Source: an optimization exercise on an open RTL-to-GDS flow (aim: small area). Production flows keep margins and buffers that such runs may drop.
Only simulation tests tie the RTL to the original design; equivalence was not proved.
In every run shown here, the design's own scripts or RTL, not TritonCTS, make the clock network.
The flow treats the clock pin as an ideal source. Dropping or thinning the clock tree relies on that and would not hold on a real chip.
No activity file was given, so power comes from the tool's default toggle rates.

==> flow/design.v, too long to show whole: its modules and the start of the top module <==
// module lsp_scalar_quantizer: 1634 lines
// module frame_packer: 25 lines
// module codec2_frame_encoder: 51 lines
module codec2_frame_encoder
(
	input  logic clk,
	input  logic rst,
	input  logic start,
	input  logic [10*16-1:0] lsp_in,
	input  logic voiced_first,
	input  logic voiced_second,
	input  frame_pkg::woe_index_t woe_index,
	output frame_pkg::frame_bits_t encoded_bits,
	output logic done_frame
);
  // ...
==> flow/flow/run.sh <==
#!/bin/bash
# Layout: the standard flow (standard.sh), with these changes to how the
# layout is made:
#  - synthesis maps the logic with an area-oriented ABC script
#    (flow/abc_map.script) in place of ORFS's delay-oriented one, and leaves
#    half/full adders to ABC instead of extracting them into adder cells
#    first; the rest of the standard synthesis script is unchanged, so the
#    registers are the standard synthesis's;
#  - every input and output port still gets its own buffer, made from the
#    smallest buffer cell (sky130_fd_sc_hd__buf_1);
#  - the clock step (ORFS's cts.tcl, otherwise unchanged) distributes the
#    clock through CLK_GROUPS buffers of type CLK_BUF, each driving the clock
#    pins of one group of nearby flip-flops (flow/clock_buffer.tcl), instead
#    of TritonCTS's H-tree; every register has one buffer on its clock path.
# Each step's full output goes to a log file of its own in this folder.
set -euo pipefail
CLK_GROUPS=2
CLK_BUF=sky130_fd_sc_hd__clkbuf_16
here=$(pwd)
rm -rf "$here/scripts_area" "$here/scripts_clock"
cp -r "$FLOW_HOME/scripts" "$here/scripts_area"
cp "$here/flow/abc_map.script" "$here/scripts_area/abc_speed.script"
cp -r "$FLOW_HOME/scripts" "$here/scripts_clock"
python3 - "$here/scripts_clock/cts.tcl" "$here/flow/clock_buffer.tcl" "$CLK_GROUPS" "$CLK_BUF" <<'PY'
import sys
p, proc, groups, buf = sys.argv[1:5]
s = open(p).read()
old = 'log_cmd clock_tree_synthesis {*}$cts_args'
assert s.count(old) == 1
s = s.replace(old, f'source {proc}\nbench_clock_buffer {groups} {buf}')
open(p, 'w').write(s)
PY
export BUFFER_PORTS_ARGS="-buffer_cell sky130_fd_sc_hd__buf_1"
SCRIPTS_DIR="$here/scripts_area" ADDER_MAP_FILE= bash standard.sh synth > "$here/synth.log" 2>&1
bash standard.sh floorplan place > "$here/place.log" 2>&1
SCRIPTS_DIR="$here/scripts_clock" bash standard.sh cts > "$here/cts.log" 2>&1
bash standard.sh > "$here/layout.log" 2>&1
==> flow/flow/abc_map.script <==
strash
&get -n
&dch -f
&nf -R 1000 -p -C 32
&put
strash
&get -n
&dch -f
&nf -R 1000 -p -C 32
&put
==> flow/flow/clock_buffer.tcl <==
# Clock distribution used in place of TritonCTS's tree: the flip-flops are
# split into FLOW_CLK_GROUPS groups by position (k-means on their
# centres), each group gets one FLOW_CLK_BUF buffer at its centre that
# drives all of the group's clock pins, and the clock port drives only those
# buffers. Every register sees one buffer between the port and its clock pin.
proc my_clock_buffer { groups bufcell } {
  set block [ord::get_db_block]
  set clk [$block findNet clk]
  set master [[ord::get_db] findMaster $bufcell]
  set sinks [$clk getITerms]
  set pts {}
  foreach it $sinks {
    set bb [[$it getInst] getBBox]
    lappend pts [list [expr { ([$bb xMin] + [$bb xMax]) / 2.0 }] [expr { ([$bb yMin] + [$bb yMax]) / 2.0 }]]
  }
  set n [llength $pts]
  # initial centres: spread along the sorted x order
  set order [lsort -real -index 0 $pts]
  set cs {}
  for { set k 0 } { $k < $groups } { incr k } {
    lappend cs [lindex $order [expr { int(($k + 0.5) * $n / $groups) }]]
  }
  for { set iter 0 } { $iter < 50 } { incr iter } {
    set asg {}
    foreach p $pts {
      set best 0
      set bd 1e30
      for { set k 0 } { $k < $groups } { incr k } {
        set c [lindex $cs $k]
        set d [expr { abs([lindex $p 0] - [lindex $c 0]) + abs([lindex $p 1] - [lindex $c 1]) }]
        if { $d < $bd } { set bd $d; set best $k }
      }
      lappend asg $best
    }
    set ncs {}
    for { set k 0 } { $k < $groups } { incr k } {
      set sx 0.0; set sy 0.0; set m 0
      foreach p $pts a $asg {
        if { $a == $k } { set sx [expr { $sx + [lindex $p 0] }]; set sy [expr { $sy + [lindex $p 1] }]; incr m }
      }
      if { $m > 0 } { lappend ncs [list [expr { $sx / $m }] [expr { $sy / $m }]] } else { lappend ncs [lindex $cs $k] }
    }
    set cs $ncs
  }
  for { set k 0 } { $k < $groups } { incr k } {
    set inst [odb::dbInst_create $block $master clkbuf_$k]
    set net [odb::dbNet_create $block clknet_$k]
    $net setSigType CLOCK
    set m 0
    foreach it $sinks a $asg {
      if { $a == $k } { $it disconnect; $it connect $net; incr m }
    }
    [$inst findITerm A] connect $clk
    [$inst findITerm X] connect $net
    set c [lindex $cs $k]
    $inst setLocation [expr { int([lindex $c 0]) }] [expr { int([lindex $c 1]) }]
    $inst setPlacementStatus PLACED
    puts "my_clock_buffer: clkbuf_$k ($bufcell) drives $m clock pins"
  }
}
==> flow/standard.sh <==
#!/bin/bash
# synth_recipe.tcl (not shown) runs the flow's synth.tcl, then flattens the netlist and writes it again
# the make line also repeats each setting of config.mk as NAME=value (left out here)
make -C /OpenROAD-flow-scripts/flow DESIGN_CONFIG=/design/flow/config.mk WORK_HOME=/design/flow/orfs CLKGATE_MAP_FILE= SYNTH_SCRIPT=/design/flow/synth_recipe.tcl "${@:-finish}"
==> flow/config.mk <==
export PLATFORM = sky130hd
export DESIGN_NAME = codec2_frame_encoder
export DESIGN_NICKNAME = codec2_frame_encoder
export VERILOG_FILES = /design/flow/design.v
export SDC_FILE = /design/flow/constraint.sdc
export NUM_CORES = 4
export LEC_CHECK = 0
export CAP_MARGIN = 20
export CORE_MARGIN = 2
export CORE_UTILIZATION = 40
export SLEW_MARGIN = 20
==> flow/constraint.sdc <==
create_clock -name core_clock -period 8.0 [get_ports {clk}]
set_input_delay 1.6000 -clock core_clock [delete_from_list [all_inputs] [get_ports {clk}]]
set_output_delay 1.6000 -clock core_clock [all_outputs]
set_load 0.01 [all_outputs]
==> results.yml, run 1 <==
status:
  status: "no timing/DRC/antenna violations"
worst_setup_path:
  startpoint: "lsp_in[90]"
  worst_ep_required_time_ps: 8100
  critPathMaxStageDelay_ps: 510
  cp.arrival_ps: 5030
logic_synthesis:
  ys_ff_latch: 48
  synth_top_area_share_pct: 29.9
  yosysUniqueCellTypes: 55
  synth-simple-area-share_pct: 25.3
global_route:
  antenna_found_initial: 0
  grt_max_degree: 49
  use_met1_pct: 27.7
route:
  top_layer: "met4"
  wl_met3_um: 835
  wire_per_inst_um: 13.8
  avgViaCountPerCell: 5.52
  routed_wl_um: 12400
  met2_length_um: 6100
  drc: 0
floorplanning:
  coreArea_um2: 9770
  fp.dieArea_um2: 10900
  die_w_um: 104
  rows: 36
placement:
  io_buffer_count: 219
  placed_cell_area_um2: 5020
timing:
  tns_ps: 0
  post-route-min-period_ps: 4930
layout:
  final_cell_area_um2: 5070
cts:
  cts_hold_buf: 0
hold_path:
  holdPathStages: 2
==> inputs of run 2 (changes only) <==
--- a/flow/design.v
+++ b/flow/design.v
@@ -398,185 +398,191 @@
 		logic n132, n133, n134, n135, n136, n137, n138, n139, n140, n141, n142, n143;
 		logic n144, n145, n146, n147, n148, n149, n150, n151, n152, n153, n154, n155;
 		logic n156, n157, n158, n159, n160, n161, n162, n163, n164, n165, n166, n167;
-		logic n168, n169, n170, n171, n172, n173;
-		assign n095 = ~value[12];
-		assign n096 = value[8] & n095;
-		assign n097 = n096 & value[9];
-		assign n098 = ~n097;
-		assign n099 = ~value[10];
-		assign n100 = ~value[9];
-		assign n101 = ~value[8];
-		assign n102 = n101 & n095;
-		assign n103 = n102 & n100;
-		assign n104 = ~n103;
-		assign n105 = n097 & n099;
-		assign n106 = ~n105;
-		assign n107 = n106 & n104;
-		assign n108 = ~value[11];
-		assign n109 = value[8] & value[12];
-		assign n110 = ~n109;
-		assign n111 = ~n102;
-		assign n112 = value[9] & value[10];
-		assign n113 = n112 & n111;
-		assign n114 = ~n113;
-		assign n115 = n111 & value[9];
-		assign n116 = ~n115;
-		assign n117 = n116 & n099;
-		assign n118 = ~n117;
-		assign n119 = n118 & n114;
-		assign n120 = n101 & value[12];
-		assign n121 = n120 & n119;
-		assign n122 = ~n121;
-		assign n123 = n122 & n110;
-		assign n124 = ~n123;
-		assign n125 = n124 & value[9];
-		assign n126 = ~n125;
-		assign n127 = n126 & n108;
-		assign n128 = ~n127;
-		assign n129 = n128 & n107;
-		assign n130 = n114 & n104;
-		assign n131 = n110 & n111;
-		assign n132 = ~n131;
-		assign n133 = n132 & n099;
-		assign n134 = ~n133;
-		assign n135 = n134 & n130;
-		assign n136 = ~n135;
-		assign n137 = ~value[7];
-		assign n138 = n119 & n137;
+		logic n168, n169, n170, n171, n172, n173, n174, n175, n176, n177, n178, n179;
+		assign n101 = ~value[12];
+		assign n102 = ~value[15];
+		assign n103 = ~value[13];
+		assign n104 = ~value[14];
+		assign n105 = n104 & n103;
+		assign n106 = n105 & n102;
+		assign n107 = n106 & n101;
+		assign n108 = n107 & value[11];
+		assign n109 = ~value[10];
+		assign n110 = value[9] & value[8];
+		assign n111 = ~n110;
+		assign n112 = value[12] & value[9];
+		assign n113 = ~n112;
+		assign n114 = n113 & n111;
+		assign n115 = n114 & n109;
+		assign n116 = ~value[11];
+		assign n117 = ~value[8];
+		assign n118 = value[10] & n117;
+		assign n119 = ~n118;
+		assign n120 = n119 & n112;
+		assign n121 = ~n120;
+		assign n122 = n121 & n116;
+		assign n123 = ~n122;
+		assign n124 = value[10] & value[9];
+		assign n125 = ~n124;
+		assign n126 = n125 & n101;
+		assign n127 = ~value[9];
+		assign n128 = n127 & n117;
+		assign n129 = ~n128;
+		assign n130 = n129 & n111;
+		assign n131 = ~n130;
+		assign n132 = n131 & n126;
+		assign n133 = ~n132;
+		assign n134 = n133 & n123;
+		assign n135 = n106 & n116;
+		assign n136 = n135 & value[12];
+		assign n137 = ~n136;
+		assign n138 = n137 & n124;
 		assign n139 = ~n138;
-		assign n140 = ~n112;
-		assign n141 = n108 & n095;
-		assign n142 = n141 & n140;
-		assign n143 = ~n142;
+		assign n140 = ~n107;
+		assign n141 = n125 & n140;
+		assign n142 = ~n141;
+		assign n143 = n142 & value[8];
 		assign n144 = n143 & n139;
-		assign n145 = ~n119;
-		assign n146 = n145 & value[7];
-		assign n147 = ~n146;
-		assign n148 = n100 & n101;
-		assign n149 = ~n148;
-		assign n150 = n100 & n099;
+		assign n145 = ~n144;
+		assign n146 = ~n114;
+		assign n147 = n146 & value[10];
+		assign n148 = ~n147;
+		assign n149 = n135 & n117;
+		assign n150 = n149 & n148;
 		assign n151 = ~n150;
-		assign n152 = n151 & n149;
-		assign n153 = ~n152;
-		assign n154 = n153 & n123;
+		assign n152 = n151 & n145;
+		assign n153 = ~value[2];
+		assign n154 = value[0] & value[1];
 		assign n155 = ~n154;
-		assign n156 = n155 & n116;
+		assign n156 = n155 & n153;
 		assign n157 = ~n156;
-		assign n158 = n157 & value[6];
+		assign n158 = n157 & n152;
 		assign n159 = ~n158;
-		assign n160 = n159 & n147;
-		assign n161 = ~value[5];
-		assign n162 = n153 & n134;
-		assign n163 = ~n162;
-		assign n164 = n163 & n110;
-		assign n165 = ~n164;
-		assign n166 = n165 & n161;
+		assign n160 = ~n134;
+		assign n161 = n160 & value[3];
+		assign n162 = ~n161;
+		assign n163 = n154 & value[2];
+		assign n164 = ~n163;
+		assign n165 = n164 & n162;
+		assign n166 = n165 & n159;
 		assign n167 = ~n166;
-		assign n168 = ~value[6];
-		assign n169 = n156 & n168;
+		assign n168 = ~value[3];
+		assign n169 = n134 & n168;
 		assign n170 = ~n169;
-		assign n171 = n170 & n167;
-		assign n172 = n164 & value[5];
+		assign n171 = ~value[4];
+		assign n172 = n109 & n117;
 		assign n173 = ~n172;
-		assign n000 = ~n120;
-		assign n001 = n150 & n000;
+		assign n174 = n173 & n127;
+		assign n175 = ~n174;
+		assign n176 = n175 & value[12];
+		assign n177 = n172 & value[9];
+		assign n178 = ~n177;
+		assign n179 = n178 & n176;
+		assign n000 = ~n179;
+		assign n001 = n109 & n127;
 		assign n002 = ~n001;
-		assign n003 = n002 & n098;
-		assign n004 = n003 & n122;
+		assign n003 = n002 & n111;
+		assign n004 = n003 & n101;
 		assign n005 = ~n004;
-		assign n006 = n005 & value[4];
+		assign n006 = n005 & n000;
 		assign n007 = ~n006;
-		assign n008 = n007 & n173;
-		assign n009 = ~value[3];
-		assign n010 = value[0] & value[1];
-		assign n011 = ~n010;
-		assign n012 = n113 & n110;
-		assign n013 = ~n012;
-		assign n014 = ~n096;
-		assign n015 = n140 & value[8];
+		assign n008 = n007 & n171;
+		assign n009 = ~n008;
+		assign n010 = n009 & n170;
+		assign n011 = n010 & n167;
+		assign n012 = ~n011;
+		assign n013 = n175 & n101;
+		assign n014 = ~n013;
+		assign n015 = n003 & n129;
 		assign n016 = ~n015;
-		assign n017 = n016 & n108;
+		assign n017 = n016 & n014;
 		assign n018 = ~n017;
-		assign n019 = n018 & n014;
+		assign n019 = n018 & value[5];
 		assign n020 = ~n019;
-		assign n021 = n020 & n013;
+		assign n021 = n006 & value[4];
 		assign n022 = ~n021;
-		assign n023 = n022 & value[2];
-		assign n024 = ~n023;
-		assign n025 = n024 & n011;
-		assign n026 = ~n025;
-		assign n027 = ~value[2];
-		assign n028 = n021 & n027;
+		assign n023 = n022 & n020;
+		assign n024 = n023 & n012;
+		assign n025 = ~n024;
+		assign n026 = ~value[6];
+		assign n027 = ~n176;
+		assign n028 = n016 & n101;
 		assign n029 = ~n028;
-		assign n030 = n029 & n026;
-		assign n031 = ~n030;
-		assign n032 = n031 & n009;
-		assign n033 = ~n032;
-		assign n034 = ~value[4];
-		assign n035 = n004 & n034;
-		assign n036 = ~n035;
-		assign n037 = n036 & n033;
-		assign n038 = n030 & value[3];
-		assign n039 = ~n038;
-		assign n040 = n039 & n129;
+		assign n030 = n029 & n027;
+		assign n031 = n030 & n026;
+		assign n032 = ~n031;
+		assign n033 = ~value[5];
+		assign n034 = n017 & n033;
+		assign n035 = ~n034;
+		assign n036 = n035 & n032;
+		assign n037 = n036 & n025;
+		assign n038 = ~n037;
+		assign n039 = ~n115;
+		assign n040 = n148 & n039;
 		assign n041 = ~n040;
-		assign n042 = n041 & n037;
+		assign n042 = n041 & value[7];
 		assign n043 = ~n042;
-		assign n044 = n043 & n008;
-		assign n045 = ~n044;
-		assign n046 = n045 & n171;
-		assign n047 = ~n046;
-		assign n048 = n047 & n160;
+		assign n044 = ~n030;
+		assign n045 = n044 & value[6];
+		assign n046 = ~n045;
+		assign n047 = n046 & n043;
+		assign n048 = n047 & n038;
 		assign n049 = ~n048;
-		assign n050 = n049 & n144;
-		assign n051 = n050 & n136;
-		assign n052 = n051 & n129;
-		assign n053 = ~n052;
-		assign n054 = n053 & n099;
-		assign n055 = n054 & value[12];
-		assign n056 = ~n055;
-		assign n057 = n056 & n098;
-		assign n058 = ~n054;
-		assign n059 = n058 & n095;
-		assign n060 = ~n059;
-		assign n061 = n060 & n057;
+		assign n050 = ~n126;
+		assign n051 = n017 & n050;
+		assign n052 = ~n051;
+		assign n053 = n050 & n117;
+		assign n054 = ~n053;
+		assign n055 = n054 & n116;
+		assign n056 = n055 & n052;
+		assign n057 = ~n056;
+		assign n058 = n053 & value[11];
+		assign n059 = ~n058;
+		assign n060 = ~value[7];
+		assign n061 = n040 & n060;
 		assign n062 = ~n061;
-		assign n063 = ~n141;
-		assign n064 = value[11] & value[12];
-		assign n065 = ~n064;
-		assign n066 = n065 & n063;
-		assign n067 = ~value[15];
-		assign n068 = ~value[13];
-		assign n069 = ~value[14];
-		assign n070 = n069 & n068;
-		assign n071 = n070 & n067;
-		assign n072 = n071 & n066;
-		assign gray[2] = n072 & n062;
-		assign n073 = ~n129;
-		assign n074 = ~n051;
-		assign n075 = n074 & n073;
-		assign n076 = n075 & n150;
-		assign n077 = ~n076;
-		assign n078 = n077 & n072;
-		assign n079 = ~n075;
-		assign n080 = n079 & value[10];
-		assign n081 = ~n080;
-		assign gray[1] = n081 & n078;
-		assign n082 = ~n050;
-		assign n083 = n082 & n021;
-		assign n084 = n083 & n129;
-		assign n085 = ~n084;
-		assign n086 = ~n083;
-		assign n087 = n086 & n073;
-		assign n088 = ~n087;
-		assign n089 = n088 & n085;
-		assign n090 = ~n089;
-		assign gray[0] = n090 & n071;
-		assign n091 = n071 & n095;
-		assign n092 = n052 & value[10];
-		assign n093 = ~n092;
-		assign n094 = n093 & n091;
-		assign gray[3] = ~n094;
+		assign n063 = n062 & n059;
+		assign n064 = n063 & n057;
+		assign n065 = n064 & n049;
+		assign n066 = n065 & n152;
+		assign n067 = n066 & n134;
+		assign n068 = ~n067;
+		assign n069 = n068 & n115;
+		assign n070 = ~n069;
+		assign n071 = n070 & n108;
+		assign n072 = ~n071;
+		assign n073 = n136 & n109;
+		assign n074 = n073 & n068;
+		assign n075 = ~n074;
+		assign n076 = n075 & n072;
+		assign gray[2] = ~n076;
+		assign n077 = ~n066;
+		assign n078 = n077 & n160;
+		assign n079 = n078 & n001;
+		assign n080 = ~n079;
+		assign n081 = ~n108;
+		assign n082 = n137 & n081;
+		assign n083 = ~n082;
+		assign n084 = ~n078;
+		assign n085 = n084 & value[10];
+		assign n086 = ~n085;
+		assign n087 = n086 & n083;
+		assign gray[1] = n087 & n080;
+		assign n088 = ~n152;
+		assign n089 = ~n065;
+		assign n090 = n089 & n088;
+		assign n091 = n090 & n134;
+		assign n092 = ~n091;
+		assign n093 = ~n090;
+		assign n094 = n160 & n106;
+		assign n095 = n094 & n093;
+		assign n096 = ~n095;
+		assign n097 = n096 & n092;
+		assign gray[0] = ~n097;
+		assign n098 = n067 & value[10];
+		assign n099 = ~n098;
+		assign n100 = n099 & n107;
+		assign gray[3] = ~n100;
 	end
 	else if (lane_num == 2)
 	begin : g_lane2
@@ -593,178 +599,169 @@
 		logic n120, n121, n122, n123, n124, n125, n126, n127, n128, n129, n130, n131;
 		logic n132, n133, n134, n135, n136, n137, n138, n139, n140, n141, n142, n143;
 		logic n144, n145, n146, n147, n148, n149, n150, n151, n152, n153, n154, n155;
-		logic n156, n157, n158, n159, n160, n161, n162, n163, n164, n165, n166;
-		assign n088 = ~value[9];
-		assign n089 = n088 & value[10];
-		assign n090 = ~n089;
-		assign n091 = n090 & value[12];
-		assign n092 = ~value[10];
-		assign n093 = value[9] & n092;
-		assign n094 = ~n093;
-		assign n095 = n094 & n091;
-		assign n096 = ~n095;
-		assign n097 = ~value[11];
-		assign n098 = value[12] & n097;
-		assign n099 = ~n098;
-		assign n100 = n099 & n096;
-		assign n101 = ~n100;
-		assign n102 = n088 & n092;
-		assign n103 = ~n102;
-		assign n104 = n103 & n101;
+		logic n156, n157;
+		assign n079 = ~value[11];
+		assign n080 = ~value[10];
+		assign n081 = n080 & n079;
+		assign n082 = ~value[9];
+		assign n083 = ~value[12];
+		assign n084 = value[10] & value[8];
+		assign n085 = n084 & value[9];
+		assign n086 = ~n085;
+		assign n087 = ~n084;
+		assign n088 = n087 & n082;
+		assign n089 = ~n088;
+		assign n090 = n089 & n086;
+		assign n091 = ~n090;
+		assign n092 = n091 & n083;
+		assign n093 = ~n092;
+		assign n094 = n090 & value[12];
+		assign n095 = ~n094;
+		assign n096 = n095 & n093;
+		assign n097 = n096 & value[7];
+		assign n098 = ~n097;
+		assign n099 = ~value[7];
+		assign n100 = ~n096;
+		assign n101 = n100 & n099;
+		assign n102 = ~n101;
+		assign n103 = ~n081;
+		assign n104 = value[10] & value[11];
 		assign n105 = ~n104;
-		assign n106 = ~value[13];
-		assign n107 = ~value[15];
-		assign n108 = ~value[14];
-		assign n109 = n108 & n107;
-		assign n110 = n109 & n106;
-		assign n111 = n110 & n105;
-		assign n112 = ~n111;
-		assign n113 = value[12] & value[11];
-		assign n114 = ~n113;
-		assign n115 = n114 & n110;
-		assign n116 = ~n115;
-		assign n117 = n116 & n089;
-		assign n118 = ~n117;
-		assign n119 = ~value[12];
-		assign n120 = n119 & n097;
-		assign n121 = n120 & n109;
+		assign n106 = n105 & n103;
+		assign n107 = ~n106;
+		assign n108 = n107 & value[12];
+		assign n109 = ~n108;
+		assign n110 = n109 & value[11];
+		assign n111 = ~n110;
+		assign n112 = n108 & n082;
+		assign n113 = ~n112;
+		assign n114 = n113 & n111;
+		assign n115 = ~n114;
+		assign n116 = n115 & value[6];
+		assign n117 = ~n116;
+		assign n118 = ~value[6];
+		assign n119 = n114 & n118;
+		assign n120 = ~n119;
+		assign n121 = n091 & n079;
 		assign n122 = ~n121;
-		assign n123 = n122 & n092;
+		assign n123 = n090 & value[11];
 		assign n124 = ~n123;
-		assign n125 = n124 & n088;
-		assign n126 = ~n125;
-		assign n127 = n098 & n094;
-		assign n128 = ~n127;
-		assign n129 = n128 & n110;
-		assign n130 = ~n129;
-		assign n131 = n130 & n126;
+		assign n125 = n124 & n122;
+		assign n126 = n125 & n096;
+		assign n127 = ~n126;
+		assign n128 = n127 & value[8];
+		assign n129 = ~n128;
+		assign n130 = ~value[8];
+		assign n131 = n126 & n130;
 		assign n132 = ~n131;
-		assign n133 = n132 & n118;
-		assign n134 = ~value[7];
-		assign n135 = n095 & n134;
-		assign n136 = ~n135;
-		assign n137 = n136 & value[8];
-		assign n138 = ~n137;
-		assign n139 = ~n091;
-		assign n140 = n088 & n119;
-		assign n141 = ~n140;
-		assign n142 = n141 & n139;
-		assign n143 = n142 & value[7];
-		assign n144 = ~n143;
-		assign n145 = n144 & n138;
-		assign n146 = ~value[6];
-		assign n147 = n112 & n146;
-		assign n148 = ~n147;
-		assign n149 = ~value[8];
-		assign n150 = ~n142;
-		assign n151 = n150 & n149;
-		assign n152 = n096 & value[7];
-		assign n153 = ~n152;
-		assign n154 = n153 & n151;
-		assign n155 = ~n154;
-		assign n156 = n155 & n148;
-		assign n157 = n133 & value[5];
-		assign n158 = ~n157;
-		assign n159 = n111 & value[6];
-		assign n160 = ~n159;
-		assign n161 = n160 & n158;
-		assign n162 = ~value[5];
-		assign n163 = ~n133;
-		assign n164 = n163 & n162;
-		assign n165 = ~n164;
-		assign n166 = ~value[4];
-		assign n000 = ~value[3];
-		assign n001 = ~value[2];
-		assign n002 = n001 & n000;
-		assign n003 = ~value[1];
-		assign n004 = ~value[0];
-		assign n005 = n004 & n003;
-		assign n006 = n005 & n002;
-		assign n007 = n006 & n166;
+		assign n133 = n132 & n129;
+		assign n134 = n133 & value[5];
+		assign n135 = ~n134;
+		assign n136 = ~value[5];
+		assign n137 = ~n133;
+		assign n138 = n137 & n136;
+		assign n139 = ~n138;
+		assign n140 = ~n125;
+		assign n141 = ~value[3];
+		assign n142 = ~value[2];
+		assign n143 = n142 & n141;
+		assign n144 = ~value[1];
+		assign n145 = ~value[0];
+		assign n146 = n145 & n144;
+		assign n147 = n146 & n143;
+		assign n148 = n147 & n140;
+		assign n149 = ~n148;
+		assign n150 = n149 & value[4];
+		assign n151 = ~n150;
+		assign n152 = ~n147;
+		assign n153 = n152 & n125;
+		assign n154 = ~n153;
+		assign n155 = n154 & n151;
+		assign n156 = ~n155;
+		assign n157 = n156 & n139;
+		assign n000 = ~n157;
+		assign n001 = n000 & n135;
+		assign n002 = ~n001;
+		assign n003 = n002 & n120;
+		assign n004 = ~n003;
+		assign n005 = n004 & n117;
+		assign n006 = ~n005;
+		assign n007 = n006 & n102;
 		assign n008 = ~n007;
-		assign n009 = n008 & n165;
-		assign n010 = ~n006;
-		assign n011 = n010 & value[4];
+		assign n009 = n008 & n098;
+		assign n010 = ~n009;
+		assign n011 = n010 & value[8];
 		assign n012 = ~n011;
-		assign n013 = value[11] & value[10];
-		assign n014 = ~n013;
-		assign n015 = n014 & n119;
-		assign n016 = ~n015;
-		assign n017 = n016 & value[9];
-		assign n018 = n017 & n100;
-		assign n019 = ~n018;
-		assign n020 = n019 & n129;
-		assign n021 = ~n020;
-		assign n022 = n121 & n093;
-		assign n023 = ~n022;
-		assign n024 = n023 & n021;
-		assign n025 = n024 & n012;
-		assign n026 = ~n025;
-		assign n027 = n026 & n009;
-		assign n028 = ~n027;
-		assign n029 = n028 & n161;
-		assign n030 = ~n029;
-		assign n031 = n030 & n156;
-		assign n032 = ~n031;
-		assign n033 = n032 & n145;
-		assign n034 = ~n033;
-		assign n035 = n015 & n106;
-		assign n036 = ~n035;
-		assign n037 = n036 & n034;
-		assign n038 = ~n024;
-		assign n039 = n143 & value[8];
-		assign n040 = value[11] & value[6];
-		assign n041 = ~n040;
-		assign n042 = n011 & value[11];
+		assign n013 = n012 & n082;
+		assign n014 = n013 & n081;
+		assign n015 = ~n014;
+		assign n016 = ~n013;
+		assign n017 = n016 & n104;
+		assign n018 = ~n017;
+		assign n019 = ~value[13];
+		assign n020 = ~value[14];
+		assign n021 = ~value[15];
+		assign n022 = n021 & n020;
+		assign n023 = n022 & n019;
+		assign n024 = n023 & value[12];
+		assign n025 = n024 & n018;
+		assign gray[2] = n025 & n015;
+		assign n026 = n009 & n130;
+		assign n027 = ~n026;
+		assign n028 = n027 & value[9];
+		assign n029 = ~n028;
+		assign n030 = n026 & n082;
+		assign n031 = ~n030;
+		assign n032 = n031 & n029;
+		assign n033 = ~n032;
+		assign n034 = n016 & n103;
+		assign n035 = ~n034;
+		assign n036 = n027 & n104;
+		assign n037 = ~n036;
+		assign n038 = n037 & n029;
+		assign n039 = n038 & n035;
+		assign n040 = ~n039;
+		assign n041 = n085 & value[11];
+		assign n042 = n041 & n010;
 		assign n043 = ~n042;
-		assign n044 = value[12] & n146;
-		assign n045 = ~n044;
-		assign n046 = n045 & n008;
-		assign n047 = ~n046;
-		assign n048 = n047 & n043;
-		assign n049 = ~n048;
-		assign n050 = n049 & value[5];
-		assign n051 = ~n050;
-		assign n052 = n051 & n041;
-		assign n053 = ~n052;
-		assign n054 = n053 & n039;
+		assign n044 = n043 & n040;
+		assign n045 = n105 & n083;
+		assign n046 = ~n045;
+		assign n047 = value[10] & value[12];
+		assign n048 = ~n047;
+		assign n049 = n048 & n023;
+		assign n050 = n049 & n046;
+		assign n051 = n050 & n044;
+		assign n052 = ~n051;
+		assign n053 = ~n044;
+		assign n054 = n081 & n083;
 		assign n055 = ~n054;
-		assign n056 = n055 & n038;
+		assign n056 = n055 & value[13];
 		assign n057 = ~n056;
-		assign n058 = n057 & n037;
-		assign n059 = ~n058;
-		assign n060 = n059 & n133;
-		assign n061 = n060 & n112;
+		assign n058 = ~n049;
+		assign n059 = n058 & n022;
+		assign n060 = n059 & n057;
+		assign n061 = n060 & n053;
 		assign n062 = ~n061;
-		assign n063 = ~n060;
-		assign n064 = n063 & n111;
+		assign n063 = n062 & n052;
+		assign gray[0] = ~n063;
+		assign n064 = gray[0] & n033;
 		assign n065 = ~n064;
-		assign n066 = n065 & n062;
-		assign gray[1] = ~n066;
-		assign n067 = ~n037;
-		assign n068 = n067 & n038;
-		assign n069 = n068 & n133;
+		assign n066 = ~n041;
+		assign n067 = n066 & n109;
+		assign n068 = ~n067;
+		assign n069 = n068 & n023;
 		assign n070 = ~n069;
-		assign n071 = ~n068;
-		assign n072 = n055 & n133;
+		assign n071 = n070 & n065;
+		assign gray[1] = ~n071;
+		assign n072 = n010 & n085;
 		assign n073 = ~n072;
-		assign n074 = n073 & n071;
+		assign n074 = n073 & n079;
 		assign n075 = ~n074;
-		assign gray[0] = n075 & n070;
-		assign n076 = n058 & n163;
-		assign n077 = n076 & value[10];
-		assign n078 = ~n077;
-		assign n079 = n078 & n115;
-		assign gray[3] = ~n079;
-		assign n080 = ~n076;
-		assign n081 = n080 & n111;
-		assign n082 = n081 & n113;
-		assign n083 = ~n082;
-		assign n084 = ~n081;
-		assign n085 = n084 & n115;
-		assign n086 = ~n085;
-		assign n087 = n086 & n083;
-		assign gray[2] = ~n087;
+		assign n076 = n075 & value[12];
+		assign n077 = ~n076;
+		assign n078 = n077 & n023;
+		assign gray[3] = ~n078;
 	end
 	else if (lane_num == 3)
 	begin : g_lane3
@@ -951,182 +948,182 @@
 		logic n144, n145, n146, n147, n148, n149, n150, n151, n152, n153, n154, n155;
 		logic n156, n157, n158, n159, n160, n161, n162, n163, n164, n165, n166, n167;
 		logic n168, n169, n170, n171;
-		assign n093 = value[12] & value[13];
-		assign n094 = ~n093;
-		assign n095 = value[11] & value[13];
-		assign n096 = ~n095;
-		assign n097 = n096 & n094;
+		assign n093 = ~value[11];
+		assign n094 = ~value[10];
+		assign n095 = n094 & n093;
+		assign n096 = ~value[12];
+		assign n097 = n094 & n096;
 		assign n098 = ~n097;
-		assign n099 = ~value[8];
-		assign n100 = ~value[9];
-		assign n101 = n100 & value[13];
-		assign n102 = ~n101;
-		assign n103 = n102 & value[10];
-		assign n104 = n103 & value[12];
-		assign n105 = ~n104;
-		assign n106 = ~value[12];
-		assign n107 = ~value[10];
-		assign n108 = n107 & n106;
-		assign n109 = ~n108;
-		assign n110 = n109 & n096;
-		assign n111 = n110 & n105;
+		assign n099 = value[13] & value[11];
+		assign n100 = ~n099;
+		assign n101 = n100 & n098;
+		assign n102 = ~value[9];
+		assign n103 = value[13] & n102;
+		assign n104 = ~n103;
+		assign n105 = n104 & value[10];
+		assign n106 = n105 & value[12];
+		assign n107 = ~n106;
+		assign n108 = n107 & n101;
+		assign n109 = n108 & value[8];
+		assign n110 = ~n109;
+		assign n111 = value[10] & n102;
 		assign n112 = ~n111;
-		assign n113 = n112 & n099;
+		assign n113 = value[13] & value[12];
 		assign n114 = ~n113;
-		assign n115 = n100 & value[10];
-		assign n116 = n115 & n097;
-		assign n117 = ~n116;
-		assign n118 = n100 & n107;
-		assign n119 = n118 & n111;
+		assign n115 = n114 & n100;
+		assign n116 = ~n115;
+		assign n117 = n116 & n112;
+		assign n118 = ~n117;
+		assign n119 = n115 & n111;
 		assign n120 = ~n119;
-		assign n121 = ~n115;
-		assign n122 = n121 & n098;
-		assign n123 = ~n122;
-		assign n124 = n123 & n117;
-		assign n125 = ~n124;
-		assign n126 = n093 & n107;
-		assign n127 = ~n126;
-		assign n128 = n127 & n125;
-		assign n129 = ~n128;
-		assign n130 = n129 & n120;
-		assign n131 = ~n130;
-		assign n132 = n131 & n100;
+		assign n121 = n120 & n118;
+		assign n122 = ~n121;
+		assign n123 = n122 & value[7];
+		assign n124 = ~n123;
+		assign n125 = n124 & n110;
+		assign n126 = ~value[6];
+		assign n127 = n113 & n094;
+		assign n128 = ~n127;
+		assign n129 = n128 & n122;
+		assign n130 = ~n129;
+		assign n131 = n094 & n102;
+		assign n132 = n131 & n108;
 		assign n133 = ~n132;
-		assign n134 = n133 & n107;
+		assign n134 = n133 & n130;
 		assign n135 = ~n134;
-		assign n136 = n135 & n117;
-		assign n137 = n136 & value[6];
-		assign n138 = ~n137;
-		assign n139 = n131 & value[5];
-		assign n140 = ~n139;
-		assign n141 = ~value[5];
-		assign n142 = n130 & n141;
+		assign n136 = n135 & n102;
+		assign n137 = ~n136;
+		assign n138 = n137 & n094;
+		assign n139 = ~n138;
+		assign n140 = n139 & n120;
+		assign n141 = ~n140;
+		assign n142 = n141 & n126;
 		assign n143 = ~n142;
-		assign n144 = ~value[4];
-		assign n145 = n118 & n098;
+		assign n144 = ~value[7];
+		assign n145 = n121 & n144;
 		assign n146 = ~n145;
-		assign n147 = n103 & n094;
-		assign n148 = ~n147;
-		assign n149 = n148 & n127;
-		assign n150 = n149 & n146;
-		assign n151 = n150 & n144;
+		assign n147 = n146 & n143;
+		assign n148 = n114 & n105;
+		assign n149 = ~n148;
+		assign n150 = n149 & n128;
+		assign n151 = n131 & n116;
 		assign n152 = ~n151;
-		assign n153 = ~value[11];
-		assign n154 = n153 & n107;
-		assign n155 = ~n154;
-		assign n156 = n155 & n106;
-		assign n157 = n156 & n100;
-		assign n158 = ~n157;
-		assign n159 = ~n156;
-		assign n160 = n159 & value[9];
-		assign n161 = ~n160;
-		assign n162 = n161 & n158;
+		assign n153 = n152 & n150;
+		assign n154 = ~n153;
+		assign n155 = n154 & value[4];
+		assign n156 = ~n155;
+		assign n157 = ~value[1];
+		assign n158 = ~value[0];
+		assign n159 = n158 & n157;
+		assign n160 = ~n159;
+		assign n161 = n160 & value[2];
+		assign n162 = n161 & value[3];
 		assign n163 = ~n162;
 		assign n164 = ~value[3];
-		assign n165 = ~value[0];
-		assign n166 = ~value[1];
-		assign n167 = n166 & n165;
-		assign n168 = ~n167;
-		assign n169 = n168 & value[2];
+		assign n165 = ~n161;
+		assign n166 = n165 & n164;
+		assign n167 = ~n166;
+		assign n168 = ~n095;
+		assign n169 = n168 & n096;
 		assign n170 = ~n169;
-		assign n171 = n170 & n164;
+		assign n171 = n170 & value[9];
 		assign n000 = ~n171;
-		assign n001 = n000 & n163;
+		assign n001 = n169 & n102;
 		assign n002 = ~n001;
-		assign n003 = n169 & value[3];
+		assign n003 = n002 & n000;
 		assign n004 = ~n003;
-		assign n005 = n004 & n002;
+		assign n005 = n004 & n167;
 		assign n006 = ~n005;
-		assign n007 = n006 & n152;
+		assign n007 = n006 & n163;
 		assign n008 = ~n007;
-		assign n009 = ~n150;
-		assign n010 = n009 & value[4];
+		assign n009 = ~value[4];
+		assign n010 = n153 & n009;
 		assign n011 = ~n010;
 		assign n012 = n011 & n008;
 		assign n013 = ~n012;
-		assign n014 = n013 & n143;
+		assign n014 = n013 & n156;
 		assign n015 = ~n014;
-		assign n016 = n015 & n140;
-		assign n017 = n016 & n138;
+		assign n016 = ~value[5];
+		assign n017 = n134 & n016;
 		assign n018 = ~n017;
-		assign n019 = ~value[7];
-		assign n020 = n124 & n019;
-		assign n021 = ~n020;
-		assign n022 = ~value[6];
-		assign n023 = ~n136;
-		assign n024 = n023 & n022;
+		assign n019 = n018 & n015;
+		assign n020 = ~n019;
+		assign n021 = n135 & value[5];
+		assign n022 = ~n021;
+		assign n023 = n022 & n020;
+		assign n024 = n140 & value[6];
 		assign n025 = ~n024;
-		assign n026 = n025 & n021;
-		assign n027 = n026 & n018;
-		assign n028 = ~n027;
-		assign n029 = n125 & value[7];
-		assign n030 = ~n029;
-		assign n031 = n111 & value[8];
-		assign n032 = ~n031;
-		assign n033 = n032 & n030;
-		assign n034 = n033 & n028;
+		assign n026 = n025 & n023;
+		assign n027 = ~n026;
+		assign n028 = n027 & n147;
+		assign n029 = ~n028;
+		assign n030 = n029 & n125;
+		assign n031 = ~n030;
+		assign n032 = ~value[8];
+		assign n033 = ~n108;
+		assign n034 = n033 & n032;
 		assign n035 = ~n034;
-		assign n036 = n035 & n114;
-		assign n037 = ~n036;
-		assign n038 = n118 & n106;
-		assign n039 = n038 & n037;
+		assign n036 = n035 & n031;
+		assign n037 = n036 & value[9];
+		assign n038 = ~n037;
+		assign n039 = n038 & n095;
 		assign n040 = ~n039;
-		assign n041 = n040 & n098;
-		assign n042 = ~n041;
-		assign n043 = ~value[15];
-		assign n044 = ~value[14];
-		assign n045 = n044 & n043;
-		assign n046 = n045 & n042;
-		assign gray[3] = ~n046;
-		assign n047 = n037 & n162;
-		assign n048 = n047 & n150;
+		assign n041 = n040 & value[12];
+		assign n042 = value[10] & value[11];
+		assign n043 = n042 & n037;
+		assign n044 = ~n043;
+		assign n045 = n044 & n041;
+		assign n046 = ~n045;
+		assign n047 = ~value[13];
+		assign n048 = value[11] & value[12];
 		assign n049 = ~n048;
-		assign n050 = ~n047;
-		assign n051 = value[11] & value[10];
-		assign n052 = n051 & value[13];
-		assign n053 = ~n052;
-		assign n054 = n053 & n009;
-		assign n055 = n054 & n050;
-		assign n056 = ~n055;
-		assign n057 = n051 & n093;
-		assign n058 = ~n057;
-		assign n059 = ~value[13];
-		assign n060 = value[11] & value[12];
-		assign n061 = ~n060;
-		assign n062 = n061 & n059;
-		assign n063 = ~n062;
-		assign n064 = n063 & n045;
-		assign n065 = n064 & n058;
-		assign n066 = n065 & n056;
-		assign gray[0] = n066 & n049;
-		assign n067 = n036 & value[9];
+		assign n050 = n049 & n047;
+		assign n051 = ~n050;
+		assign n052 = ~value[14];
+		assign n053 = ~value[15];
+		assign n054 = n053 & n052;
+		assign n055 = n054 & n051;
+		assign n056 = n042 & n113;
+		assign n057 = ~n056;
+		assign n058 = n057 & n055;
+		assign gray[2] = n058 & n046;
+		assign n059 = n047 & value[9];
+		assign n060 = ~n059;
+		assign n061 = n060 & n094;
+		assign n062 = ~n061;
+		assign n063 = ~n105;
+		assign n064 = ~n036;
+		assign n065 = n064 & n063;
+		assign n066 = ~n065;
+		assign n067 = n066 & n062;
 		assign n068 = ~n067;
-		assign n069 = n068 & value[12];
+		assign n069 = n068 & value[11];
 		assign n070 = ~n069;
-		assign n071 = ~n103;
-		assign n072 = n037 & n071;
-		assign n073 = ~n072;
-		assign n074 = value[9] & n059;
-		assign n075 = ~n074;
-		assign n076 = n075 & n107;
-		assign n077 = ~n076;
-		assign n078 = n077 & n073;
-		assign n079 = n078 & n153;
-		assign n080 = n079 & n070;
+		assign n071 = n070 & n058;
+		assign n072 = n067 & n093;
+		assign n073 = n038 & value[12];
+		assign n074 = ~n073;
+		assign n075 = n074 & n072;
+		assign n076 = ~n075;
+		assign gray[1] = n076 & n071;
+		assign n077 = n042 & value[13];
+		assign n078 = ~n077;
+		assign n079 = n078 & n154;
+		assign n080 = n064 & n003;
 		assign n081 = ~n080;
-		assign n082 = ~n078;
-		assign n083 = n082 & value[11];
-		assign n084 = ~n083;
-		assign n085 = n084 & n065;
-		assign gray[1] = n085 & n081;
-		assign n086 = n067 & n051;
-		assign n087 = ~n086;
-		assign n088 = n068 & n154;
+		assign n082 = n081 & n079;
+		assign n083 = ~n082;
+		assign n084 = n083 & n058;
+		assign n085 = n080 & n153;
+		assign n086 = ~n085;
+		assign gray[0] = n086 & n084;
+		assign n087 = n131 & n096;
+		assign n088 = n087 & n064;
 		assign n089 = ~n088;
-		assign n090 = n089 & value[12];
-		assign n091 = n090 & n087;
-		assign n092 = ~n091;
-		assign gray[2] = n092 & n065;
+		assign n090 = n089 & n116;
+		assign n091 = ~n090;
+		assign n092 = n091 & n054;
+		assign gray[3] = ~n092;
 	end
 	else if (lane_num == 5)
 	begin : g_lane5
@@ -1144,194 +1141,178 @@
 		logic n132, n133, n134, n135, n136, n137, n138, n139, n140, n141, n142, n143;
 		logic n144, n145, n146, n147, n148, n149, n150, n151, n152, n153, n154, n155;
 		logic n156, n157, n158, n159, n160, n161, n162, n163, n164, n165, n166, n167;
-		logic n168, n169, n170, n171, n172, n173, n174, n175, n176, n177, n178, n179;
-		logic n180, n181;
-		assign n103 = ~value[12];
-		assign n104 = ~value[9];
-		assign n105 = ~value[10];
-		assign n106 = n105 & n104;
-		assign n107 = ~n106;
-		assign n108 = n107 & value[11];
-		assign n109 = ~n108;
-		assign n110 = n109 & n103;
-		assign n111 = ~n110;
-		assign n112 = n111 & value[13];
-		assign n113 = ~n112;
-		assign n114 = ~value[14];
-		assign n115 = n105 & value[9];
-		assign n116 = n115 & value[11];
-		assign n117 = ~n116;
-		assign n118 = ~value[11];
-		assign n119 = ~n115;
-		assign n120 = n119 & n118;
+		assign n089 = ~value[10];
+		assign n090 = ~value[11];
+		assign n091 = n090 & n089;
+		assign n092 = ~value[8];
+		assign n093 = ~value[9];
+		assign n094 = ~value[12];
+		assign n095 = n094 & value[13];
+		assign n096 = n095 & n093;
+		assign n097 = ~n096;
+		assign n098 = n097 & n089;
+		assign n099 = n098 & n092;
+		assign n100 = ~n099;
+		assign n101 = n090 & value[9];
+		assign n102 = ~n101;
+		assign n103 = n102 & n089;
+		assign n104 = n103 & n095;
+		assign n105 = ~n104;
+		assign n106 = n089 & n093;
+		assign n107 = n106 & value[11];
+		assign n108 = ~n107;
+		assign n109 = n101 & value[10];
+		assign n110 = ~n109;
+		assign n111 = n110 & n108;
+		assign n112 = ~n111;
+		assign n113 = n112 & value[12];
+		assign n114 = ~n113;
+		assign n115 = n111 & n094;
+		assign n116 = ~n115;
+		assign n117 = n116 & n114;
+		assign n118 = ~n095;
+		assign n119 = n118 & value[9];
+		assign n120 = n119 & n117;
 		assign n121 = ~n120;
-		assign n122 = n121 & n117;
-		assign n123 = ~n122;
-		assign n124 = n123 & n114;
-		assign n125 = ~n124;
-		assign n126 = ~value[13];
-		assign n127 = n103 & n118;
-		assign n128 = n127 & n126;
-		assign n129 = value[10] & value[9];
-		assign n130 = ~n129;
-		assign n131 = n130 & n107;
+		assign n122 = n121 & n105;
+		assign n123 = ~value[7];
+		assign n124 = ~value[6];
+		assign n125 = ~n103;
+		assign n126 = n110 & n125;
+		assign n127 = ~n126;
+		assign n128 = n127 & n108;
+		assign n129 = ~value[14];
+		assign n130 = ~n091;
+		assign n131 = n130 & value[12];
 		assign n132 = ~n131;
-		assign n133 = n132 & n128;
+		assign n133 = n132 & n129;
 		assign n134 = ~n133;
-		assign n135 = n134 & n125;
-		assign n136 = n104 & n103;
-		assign n137 = n136 & n114;
-		assign n138 = ~n137;
-		assign n139 = n138 & n105;
-		assign n140 = ~n139;
-		assign n141 = n140 & value[8];
-		assign n142 = ~n141;
-		assign n143 = ~value[7];
-		assign n144 = n105 & n118;
+		assign n135 = n134 & n128;
+		assign n136 = ~n135;
+		assign n137 = ~n128;
+		assign n138 = n133 & n137;
+		assign n139 = ~n138;
+		assign n140 = n139 & n136;
+		assign n141 = ~n140;
+		assign n142 = n141 & n124;
+		assign n143 = ~n142;
+		assign n144 = value[11] & value[9];
 		assign n145 = ~n144;
-		assign n146 = n145 & n109;
+		assign n146 = n145 & n095;
 		assign n147 = ~n146;
-		assign n148 = n147 & value[12];
-		assign n149 = ~n148;
-		assign n150 = n149 & n114;
-		assign n151 = ~n150;
-		assign n152 = n151 & value[9];
-		assign n153 = ~n152;
-		assign n154 = n138 & n117;
-		assign n155 = n154 & n153;
+		assign n148 = n147 & n132;
+		assign n149 = n148 & value[4];
+		assign n150 = ~n149;
+		assign n151 = ~value[3];
+		assign n152 = ~n117;
+		assign n153 = n152 & n151;
+		assign n154 = ~n153;
+		assign n155 = n117 & value[3];
 		assign n156 = ~n155;
-		assign n157 = n156 & n143;
+		assign n157 = value[1] & value[0];
 		assign n158 = ~n157;
-		assign n159 = n145 & value[12];
-		assign n160 = n159 & value[13];
-		assign n161 = ~n160;
-		assign n162 = n161 & n114;
-		assign n163 = n162 & value[5];
-		assign n164 = ~n163;
-		assign n165 = ~value[3];
-		assign n166 = n146 & n103;
+		assign n159 = n137 & value[2];
+		assign n160 = ~n159;
+		assign n161 = n160 & n158;
+		assign n162 = ~n161;
+		assign n163 = ~value[2];
+		assign n164 = n128 & n163;
+		assign n165 = ~n164;
+		assign n166 = n165 & n162;
 		assign n167 = ~n166;
-		assign n168 = n167 & n150;
-		assign n169 = ~n168;
-		assign n170 = n114 & n126;
-		assign n171 = ~n170;
-		assign n172 = n130 & n128;
-		assign n173 = ~n172;
-		assign n174 = n173 & n171;
-		assign n175 = n174 & n169;
-		assign n176 = ~n175;
-		assign n177 = n176 & n165;
-		assign n178 = ~n177;
-		assign n179 = value[0] & value[1];
-		assign n180 = n179 & value[2];
-		assign n181 = ~n180;
-		assign n000 = ~value[2];
-		assign n001 = ~n179;
-		assign n002 = n001 & n000;
+		assign n000 = n167 & n156;
+		assign n001 = ~n000;
+		assign n002 = n001 & n154;
 		assign n003 = ~n002;
-		assign n004 = n003 & n135;
+		assign n004 = n003 & n150;
 		assign n005 = ~n004;
-		assign n006 = n005 & n181;
-		assign n007 = ~n006;
-		assign n008 = n007 & n178;
+		assign n006 = ~value[4];
+		assign n007 = ~n148;
+		assign n008 = n007 & n006;
 		assign n009 = ~n008;
-		assign n010 = ~n159;
-		assign n011 = n010 & n112;
+		assign n010 = ~value[5];
+		assign n011 = n134 & n010;
 		assign n012 = ~n011;
-		assign n013 = n012 & n114;
-		assign n014 = ~n013;
-		assign n015 = n014 & value[4];
-		assign n016 = ~n015;
-		assign n017 = n175 & value[3];
-		assign n018 = ~n017;
-		assign n019 = n018 & n016;
-		assign n020 = n019 & n009;
-		assign n021 = ~n020;
-		assign n022 = ~value[4];
-		assign n023 = n013 & n022;
+		assign n013 = n012 & n009;
+		assign n014 = n013 & n005;
+		assign n015 = ~n014;
+		assign n016 = n140 & value[6];
+		assign n017 = ~n016;
+		assign n018 = n133 & value[5];
+		assign n019 = ~n018;
+		assign n020 = n019 & n017;
+		assign n021 = n020 & n015;
+		assign n022 = ~n021;
+		assign n023 = n022 & n143;
 		assign n024 = ~n023;
-		assign n025 = ~value[5];
-		assign n026 = ~n162;
-		assign n027 = n026 & n025;
+		assign n025 = n024 & n123;
+		assign n026 = ~n025;
+		assign n027 = n026 & n122;
 		assign n028 = ~n027;
-		assign n029 = n028 & n024;
-		assign n030 = n029 & n021;
+		assign n029 = ~n098;
+		assign n030 = n029 & value[8];
 		assign n031 = ~n030;
-		assign n032 = n031 & n164;
+		assign n032 = n023 & value[7];
 		assign n033 = ~n032;
-		assign n034 = ~value[6];
-		assign n035 = ~n135;
-		assign n036 = n162 & n035;
-		assign n037 = ~n036;
-		assign n038 = n026 & n135;
+		assign n034 = n033 & n031;
+		assign n035 = n034 & n028;
+		assign n036 = ~n035;
+		assign n037 = n036 & n100;
+		assign n038 = n037 & value[9];
 		assign n039 = ~n038;
-		assign n040 = n039 & n037;
-		assign n041 = n040 & n034;
-		assign n042 = ~n041;
-		assign n043 = n042 & n033;
+		assign n040 = n039 & n091;
+		assign n041 = ~n040;
+		assign n042 = value[12] & value[13];
+		assign n043 = n042 & n041;
 		assign n044 = ~n043;
-		assign n045 = ~n040;
-		assign n046 = n045 & value[6];
-		assign n047 = ~n046;
-		assign n048 = n155 & value[7];
+		assign n045 = ~value[15];
+		assign n046 = n045 & n129;
+		assign n047 = n046 & n044;
+		assign gray[3] = ~n047;
+		assign n048 = n129 & value[13];
 		assign n049 = ~n048;
-		assign n050 = n049 & n047;
-		assign n051 = n050 & n044;
-		assign n052 = ~n051;
-		assign n053 = n052 & n158;
+		assign n050 = ~value[13];
+		assign n051 = n094 & n050;
+		assign n052 = n090 & value[14];
+		assign n053 = n052 & n051;
 		assign n054 = ~n053;
-		assign n055 = n054 & n142;
+		assign n055 = n054 & n049;
 		assign n056 = ~n055;
-		assign n057 = ~value[8];
-		assign n058 = n139 & n057;
-		assign n059 = ~n058;
-		assign n060 = n119 & value[14];
-		assign n061 = ~n060;
-		assign n062 = value[10] & n104;
-		assign n063 = ~n062;
-		assign n064 = n063 & value[13];
-		assign n065 = ~n064;
-		assign n066 = n065 & n061;
-		assign n067 = ~n066;
-		assign n068 = n067 & n059;
-		assign n069 = n068 & n056;
-		assign n070 = n069 & n135;
+		assign n057 = n056 & n045;
+		assign n058 = ~n037;
+		assign n059 = n058 & n128;
+		assign n060 = ~n059;
+		assign n061 = n060 & n152;
+		assign n062 = ~n061;
+		assign n063 = n059 & n117;
+		assign n064 = ~n063;
+		assign n065 = n064 & n062;
+		assign n066 = ~n065;
+		assign gray[0] = n066 & n057;
+		assign n067 = n040 & n146;
+		assign n068 = ~n067;
+		assign n069 = n058 & n106;
+		assign n070 = ~n069;
 		assign n071 = n070 & value[11];
 		assign n072 = ~n071;
-		assign n073 = n072 & n113;
+		assign n073 = n072 & value[12];
 		assign n074 = ~n073;
-		assign n075 = n175 & n112;
-		assign n076 = n075 & n071;
-		assign n077 = ~n076;
-		assign n078 = ~value[15];
-		assign n079 = n078 & n114;
-		assign n080 = n079 & n077;
-		assign gray[2] = n080 & n074;
-		assign n081 = ~n070;
-		assign n082 = n081 & n176;
-		assign n083 = n082 & n013;
+		assign n075 = n036 & value[10];
+		assign n076 = ~n075;
+		assign n077 = n076 & n111;
+		assign n078 = ~n077;
+		assign n079 = n078 & n148;
+		assign n080 = ~n079;
+		assign n081 = n080 & n057;
+		assign n082 = n081 & n074;
+		assign gray[1] = n082 & n068;
+		assign n083 = n072 & n094;
 		assign n084 = ~n083;
-		assign n085 = ~n082;
-		assign n086 = n085 & n014;
+		assign n085 = ~n122;
+		assign n086 = n075 & n085;
 		assign n087 = ~n086;
-		assign n088 = n087 & n078;
-		assign gray[1] = n088 & n084;
-		assign n089 = ~n069;
-		assign n090 = n171 & n135;
-		assign n091 = ~n090;
-		assign n092 = n091 & n089;
-		assign n093 = n092 & n176;
-		assign n094 = ~n093;
-		assign n095 = ~n092;
-		assign n096 = n095 & n175;
-		assign n097 = ~n096;
-		assign n098 = n097 & n078;
-		assign gray[0] = n098 & n094;
-		assign n099 = n070 & value[12];
-		assign n100 = ~n099;
-		assign n101 = n162 & n078;
-		assign n102 = n101 & n100;
-		assign gray[3] = ~n102;
+		assign n088 = n087 & n057;
+		assign gray[2] = n088 & n084;
 	end
 	else if (lane_num == 6)
 	begin : g_lane6
@@ -1647,124 +1628,125 @@
 		logic n072, n073, n074, n075, n076, n077, n078, n079, n080, n081, n082, n083;
 		logic n084, n085, n086, n087, n088, n089, n090, n091, n092, n093, n094, n095;
 		logic n096, n097, n098, n099, n100, n101, n102, n103, n104, n105, n106, n107;
-		logic n108, n109, n110, n111, n112, n113;
-		assign n034 = ~value[15];
-		assign n035 = ~value[13];
-		assign n036 = ~value[11];
-		assign n037 = n035 & n036;
-		assign n038 = ~n037;
-		assign n039 = n038 & value[12];
-		assign n040 = ~value[10];
-		assign n041 = value[1] & value[0];
-		assign n042 = ~n041;
-		assign n043 = value[2] & value[9];
-		assign n044 = ~n043;
-		assign n045 = n044 & n042;
-		assign n046 = ~n045;
-		assign n047 = ~value[9];
-		assign n048 = ~value[2];
-		assign n049 = n048 & n047;
-		assign n050 = ~n049;
-		assign n051 = ~value[6];
-		assign n052 = ~value[3];
-		assign n053 = n052 & n051;
-		assign n054 = ~n053;
-		assign n055 = n054 & n050;
-		assign n056 = n055 & n046;
-		assign n057 = ~n056;
-		assign n058 = value[4] & value[13];
+		logic n108, n109, n110, n111, n112, n113, n114;
+		assign n035 = ~value[12];
+		assign n036 = value[13] & value[11];
+		assign n037 = ~n036;
+		assign n038 = n037 & n035;
+		assign n039 = ~n038;
+		assign n040 = n039 & value[3];
+		assign n041 = ~n040;
+		assign n042 = ~value[2];
+		assign n043 = ~value[9];
+		assign n044 = n043 & n042;
+		assign n045 = ~n044;
+		assign n046 = value[0] & value[1];
+		assign n047 = ~n046;
+		assign n048 = value[9] & value[2];
+		assign n049 = ~n048;
+		assign n050 = n049 & n047;
+		assign n051 = ~n050;
+		assign n052 = n051 & n045;
+		assign n053 = ~n052;
+		assign n054 = n053 & n041;
+		assign n055 = ~n054;
+		assign n056 = ~value[4];
+		assign n057 = ~value[13];
+		assign n058 = n057 & n056;
 		assign n059 = ~n058;
-		assign n060 = value[3] & value[6];
-		assign n061 = ~n060;
-		assign n062 = n061 & n059;
-		assign n063 = n062 & n057;
-		assign n064 = ~n063;
-		assign n065 = ~value[4];
-		assign n066 = n065 & n035;
+		assign n060 = ~value[3];
+		assign n061 = n038 & n060;
+		assign n062 = ~n061;
+		assign n063 = n062 & n059;
+		assign n064 = n063 & n055;
+		assign n065 = ~n064;
+		assign n066 = value[13] & value[4];
 		assign n067 = ~n066;
-		assign n068 = ~value[5];
-		assign n069 = n068 & n047;
-		assign n070 = ~n069;
-		assign n071 = n070 & n067;
-		assign n072 = n071 & n064;
-		assign n073 = ~n072;
-		assign n074 = n047 & n040;
+		assign n068 = value[5] & value[9];
+		assign n069 = ~n068;
+		assign n070 = n069 & n067;
+		assign n071 = n070 & n065;
+		assign n072 = ~n071;
+		assign n073 = ~value[5];
+		assign n074 = n073 & n043;
 		assign n075 = ~n074;
-		assign n076 = value[9] & value[10];
-		assign n077 = ~n076;
-		assign n078 = n077 & n075;
-		assign n079 = ~n078;
-		assign n080 = n079 & value[6];
-		assign n081 = ~n080;
-		assign n082 = value[5] & value[9];
-		assign n083 = ~n082;
-		assign n084 = n083 & n081;
-		assign n085 = n084 & n073;
-		assign n086 = ~n085;
-		assign n087 = n078 & n051;
-		assign n088 = ~n087;
-		assign n089 = ~value[8];
-		assign n090 = value[13] & value[11];
-		assign n091 = ~n090;
-		assign n092 = n091 & n089;
-		assign n093 = ~value[12];
-		assign n094 = n035 & n093;
+		assign n076 = ~value[8];
+		assign n077 = value[13] & value[7];
+		assign n078 = ~n077;
+		assign n079 = n078 & n076;
+		assign n080 = ~value[7];
+		assign n081 = value[12] & n080;
+		assign n082 = ~n081;
+		assign n083 = n082 & value[6];
+		assign n084 = n083 & n039;
+		assign n085 = ~n084;
+		assign n086 = n085 & n079;
+		assign n087 = ~n086;
+		assign n088 = n087 & n075;
+		assign n089 = n088 & n072;
+		assign n090 = ~n089;
+		assign n091 = ~value[10];
+		assign n092 = n038 & n091;
+		assign n093 = ~n092;
+		assign n094 = n039 & value[10];
 		assign n095 = ~n094;
-		assign n096 = n095 & value[7];
+		assign n096 = n095 & n093;
 		assign n097 = ~n096;
-		assign n098 = n097 & n092;
+		assign n098 = n097 & value[9];
 		assign n099 = ~n098;
-		assign n100 = n099 & n088;
-		assign n101 = n100 & n086;
+		assign n100 = ~n079;
+		assign n101 = n057 & n080;
 		assign n102 = ~n101;
-		assign n103 = n095 & value[8];
+		assign n103 = n102 & value[8];
 		assign n104 = ~n103;
-		assign n105 = ~n092;
-		assign n106 = n105 & value[7];
-		assign n107 = ~n106;
-		assign n108 = n107 & n104;
-		assign n109 = n108 & n102;
+		assign n105 = ~value[6];
+		assign n106 = n038 & n105;
+		assign n107 = n106 & n104;
+		assign n108 = ~n107;
+		assign n109 = n108 & n100;
 		assign n110 = ~n109;
-		assign n111 = n110 & value[9];
-		assign n112 = ~n111;
-		assign n113 = n112 & n040;
-		assign n000 = ~n113;
-		assign n001 = n000 & n039;
-		assign n002 = ~n001;
-		assign n003 = n002 & n035;
+		assign n111 = n110 & n099;
+		assign n112 = n111 & n090;
+		assign n113 = ~n112;
+		assign n114 = n113 & value[9];
+		assign n000 = n114 & value[10];
+		assign n001 = ~n000;
+		assign n002 = n001 & n035;
+		assign n003 = n002 & value[11];
 		assign n004 = ~n003;
-		assign n005 = n004 & value[14];
-		assign n006 = ~n005;
-		assign n007 = n006 & n034;
-		assign gray[2] = ~n007;
-		assign n008 = n109 & n047;
-		assign n009 = ~n008;
-		assign n010 = n091 & n038;
+		assign n005 = ~n002;
+		assign n006 = n005 & value[13];
+		assign n007 = ~n006;
+		assign n008 = ~value[11];
+		assign n009 = n057 & n008;
+		assign n010 = n009 & n035;
 		assign n011 = ~n010;
-		assign n012 = n011 & value[10];
-		assign n013 = n012 & n009;
-		assign n014 = ~n013;
-		assign n015 = n010 & n074;
-		assign n016 = n015 & n109;
+		assign n012 = ~value[15];
+		assign n013 = n012 & value[14];
+		assign n014 = n013 & n011;
+		assign n015 = n014 & n007;
+		assign gray[1] = n015 & n004;
+		assign n016 = n112 & n092;
 		assign n017 = ~n016;
-		assign n018 = ~n039;
-		assign n019 = n037 & n093;
-		assign n020 = ~n019;
-		assign n021 = n034 & value[14];
-		assign n022 = n021 & n020;
-		assign n023 = n022 & n018;
-		assign n024 = n023 & n017;
-		assign gray[0] = n024 & n014;
-		assign n025 = n111 & value[10];
-		assign n026 = ~n025;
-		assign n027 = n026 & n093;
-		assign n028 = ~n027;
-		assign n029 = n028 & value[13];
-		assign n030 = ~n029;
-		assign n031 = n027 & value[11];
-		assign n032 = ~n031;
-		assign n033 = n032 & n022;
-		assign gray[1] = n033 & n030;
+		assign n018 = n113 & n094;
+		assign n019 = ~n018;
+		assign n020 = ~n009;
+		assign n021 = n020 & value[12];
+		assign n022 = ~n021;
+		assign n023 = n022 & n014;
+		assign n024 = n023 & n019;
+		assign gray[0] = n024 & n017;
+		assign n025 = ~n114;
+		assign n026 = n025 & n091;
+		assign n027 = ~n026;
+		assign n028 = n027 & n021;
+		assign n029 = ~n028;
+		assign n030 = n029 & n057;
+		assign n031 = ~n030;
+		assign n032 = n031 & value[14];
+		assign n033 = ~n032;
+		assign n034 = n033 & n012;
+		assign gray[2] = ~n034;
 	end
 	else if (lane_num == 9)
 	begin : g_lane9
==> results.yml, run 2 <==
logic_synthesis:
  synth_area_per_cell_um2: 7.27
  ys.flop_type: "dfrtp_1"
  netlist_instances: 550
  yosysMostFrequentCell: "nand2_1"
  synth.largest_area_cell: "dfrtp_1"
  syn_area_um2: 4000
  yosysWarnings: 2
  synth_area_leaders: "dfrtp_1, nand2_1, o21ai_0"
  synth_edf_count: 0
  synthTopCellsByCount: "nand2_1, o21ai_0, nor2_1"
  async_flop_share_pct: 100
  yosysUniqueCellTypes: 57
  ys_seq_area_share_pct: 30.1
  synth_top_area_share_pct: 30.1
  ys_ff_latch: 48
global_route:
  grt.busiest_layer: "met2"
  met2_usage_pct: 37.2
  grt_max_degree: 59
  first_global_vias: 4543
  overflow: 0
  grt_pass1_wl_um: 19400
  grtUsageMet3_pct: 2.32
  grt_usage_pct: 20.4
  use_met1_pct: 25.0
  antenna_found_initial: 0
worst_setup_path:
  r2r_slack_ps: 6050
  cp.arrival_ps: 5030
  r2r_start: "busy$_DFF_PN0_"
  worstSetupStartpointType: "input port"
  critPathKind: "input port to register"
  critPathCaptureType: "register"
  reg2reg_to: "encoded_bits[18]$_DFFE_PN0P_"
  path_max_fanout: 3
  worst_ep_required_time_ps: 8080
  r2r_cells: 6
floorplanning:
  io-pin-count: 222
  initial_core_util_pct: 41.1
  fp.dieArea_um2: 10800
  coreArea_um2: 9730
  die_w_um: 104
  die_height_um: 104
  rows: 36
route:
  dr.pass1.iters: 4
  drc: 0
  drt-initial-drc-count: 247
  wire_per_inst_um: 13.0
  avgViaCountPerCell: 5.43
  routed_wl_um: 11800
  postRouteAntennaNets: 0
  via_count: 4914
hold_path:
  hold_end: "encoded_bits[30]$_DFFE_PN0P_"
  hp-class: "register to register"
  holdPathStages: 2
  hp-start: "encoded_bits[30]$_DFFE_PN0P_"
cts:
  cts_resized: 0
  post_cts_buffers: 0
  cts.clk_slew.worst_paths_ps: 90
  cts_hold_buf: 0
  worst_skew_pair.late_latency_ps: 160
layout:
  final_common_cell: "buf_1"
  antenna_cells: 0
  layout.nets: 947
  synthToLayoutAreaGrowth_pct: 26.2
  nFillCells: 1027
  largest_register_ffs: 46
  final_cell_mix: "buf_1, nand2_1, o21ai_0"
  top_regs: "encoded_bits x46, busy x1, done_frame x1"
  fin_util_pct: 51.8
  finalNonFillerCells: 905
  drive_gt1_share_pct: 0.777
  final_cell_area_um2: 5040
  regMostFlops: "encoded_bits"
timing:
  max_freq_mhz: 202
  slew_viol_final: 0
  fin_skew_ps: 5.45
  post-route-min-period_ps: 4950
  tns_ps: 0
  finalHoldViolations: 0
  rsz0062_at_grt: "false"
  setup_viol: 0
  worst_pin_slew_ps: 822
  relSlewSlack_pct: 44.8
  finalCritPeriodShare_pct: 61.9
pwr:
  p_per_area_nw_per_um2: 125
  swShare_pct: 35.3
  clock_power_share_pct: 17.0
  power_leakage_nw: 1.89
  combPwrFrac_pct: 38.8
  ir_drop_mv: 0.0881
  seqPwrFrac_pct: 44.3
  power.switching_mw: 0.222
  internal-power_mw: 0.408
status:
  status: "no timing/DRC/antenna violations"
placement:
  placed_cells: 903
  finalWeightedCongestion: 0.914
  placed_cell_area_um2: 4990
  io_buffer_count: 219
  hpwl_um: 9530
flow_run:
  maxCapViolCount: 0
run 2: cell types whose count changed after synthesis, sizes merged, moves of 6 or more:
cell and delta:
a21oi +10, o21ai +6, nand2 +9, o21a -7
nand3 +8, xnor2 -6, a31oi -6
run 2: cell families (layout without fill, tap and decap cells):
family / after synthesis / count (layout) / synth area share, %
AOI/OAI and AO/OA: 209 / 209 / 32.8
xor gates and xnor gates: 24 / 24 / 5.26
adders and majority gates: 9 / 9 / 2.25
buffers and inverters: 14 / 235 / 1.50
DFF: 48 / 48 / 30.1
muxes: 5 / 5 / 1.28
other: 1 / 2 / 0.0938
and+or+nand+nor: 240 / 240 / 26.7
run 2: power groups by stage:
| stage | Clock [mW] | Sequential, mW | Combinational (mW) |
|---|---|---|---|
| 2_1_floorplan | 0 | 0.294 | 0.129 |
| 6_report | 0.107 | 0.279 | 0.245 |
| 3_3_place_gp | 0 | 0.283 | 0.240 |
| 4_1_cts | 0.0812 | 0.285 | 0.246 |
| 5_1_grt | 0.120 | 0.282 | 0.277 |
| 3_5_place_dp | 0 | 0.284 | 0.245 |
run 2: area by class of cell:
type	instances	area [um^2]	area share, %
Inverter	12	45.0	0.893
Tap cell	133	166	3.30
Timing Repair Buffer	221	838	16.6
Buffer	2	50.0	0.993
Multi-Input combinational cell	489	2740	54.4
Sequential cell	48	1200	23.8
run 2: metrics by stage:
stage / total power, mW / worst slack, ps / hold slack [ps]
2_1_floorplan: 0.423 / 3230 / 507
3_3_place_gp: 0.523 / 3000 / 454
3_5_place_dp: 0.529 / 2910 / 460
4_1_cts: 0.612 / 2890 / 460
5_1_grt: 0.679 / 2870 / 507
6_report: 0.631 / 3050 / 474
run 2: worst max-delay path by stage:
| stage | start | cells after the start | to |
|---|---|---|---|
| 6_report | lsp_in[30] | 16 | encoded_bits[32]$_DFFE_PN0P_ |
| 5_1_grt | lsp_in[30] | 16 | encoded_bits[32]$_DFFE_PN0P_ |
| 4_1_cts | lsp_in[30] | 16 | encoded_bits[32]$_DFFE_PN0P_ |
| 3_5_place_dp | lsp_in[30] | 16 | encoded_bits[32]$_DFFE_PN0P_ |
| 3_3_place_gp | lsp_in[30] | 16 | encoded_bits[32]$_DFFE_PN0P_ |
| 2_1_floorplan | lsp_in[30] | 15 | encoded_bits[32]$_DFFE_PN0P_ |
run 2: layer usage:
layer | vias to the layer above | routed length [um]
met5 | - | 0
met4 | 0 | 454
met3 | 34 | 752
met2 | 193 | 5580
met1 | 2189 | 5020
li1 | 2498 | -
run 2: critical path, stage by stage:
cell and delay (ps):
buf_1 60, or3_1 410, nor2_1 150, nand2_1 110, a31o_1 250, a21oi_1 240, o21ai_0 140, maj3_1 370
maj3_1 360, maj3_1 350, o21ai_0 80, a221oi_1 110, nor2b_1 150, and2_0 190, or3_1 310, a31oi_1 160

-- what the ideal ports hide --
The results above use ideal ports. As a check the final layouts listed here were re-extracted and re-timed, cells and wires unchanged.
Step 1 (the two cells are an assumption about what drives the block):
set clk [get_ports {clk}]
set_driving_cell -lib_cell sky130_fd_sc_hd__clkbuf_16 $clk
set_driving_cell -lib_cell sky130_fd_sc_hd__buf_2 [delete_from_list [all_inputs] $clk]
Step 2, shift: input delay + t, output delay - t, t = (earliest + latest rising clock arrival at the registers) / 2. This alone moves slack from input paths to output paths.
Three values: ideal, step 1, step 2; two values: the first two.
| run | shift t [ns] | setup WS [ns] | worst hold slack (ns) | slew at the worst register clock pin (ns) | worst data-port slew with drivers (ns) |
|---|---|---|---|---|---|
| run 1 | 0.205 | 3.071 / 3.098 / 2.893 | 0.480 / 0.480 / 0.480 | 0.10 / 0.10 | 0.05 |
| run 2 | 0.203 | 3.048 / 3.076 / 2.873 | 0.474 / 0.474 / 0.474 | 0.09 / 0.09 | 0.06 |
After both steps every run listed still meets setup and hold. The setup slack of run 1, which loses most, moves by +0.027 ns with the drivers and by -0.178 ns with both steps.
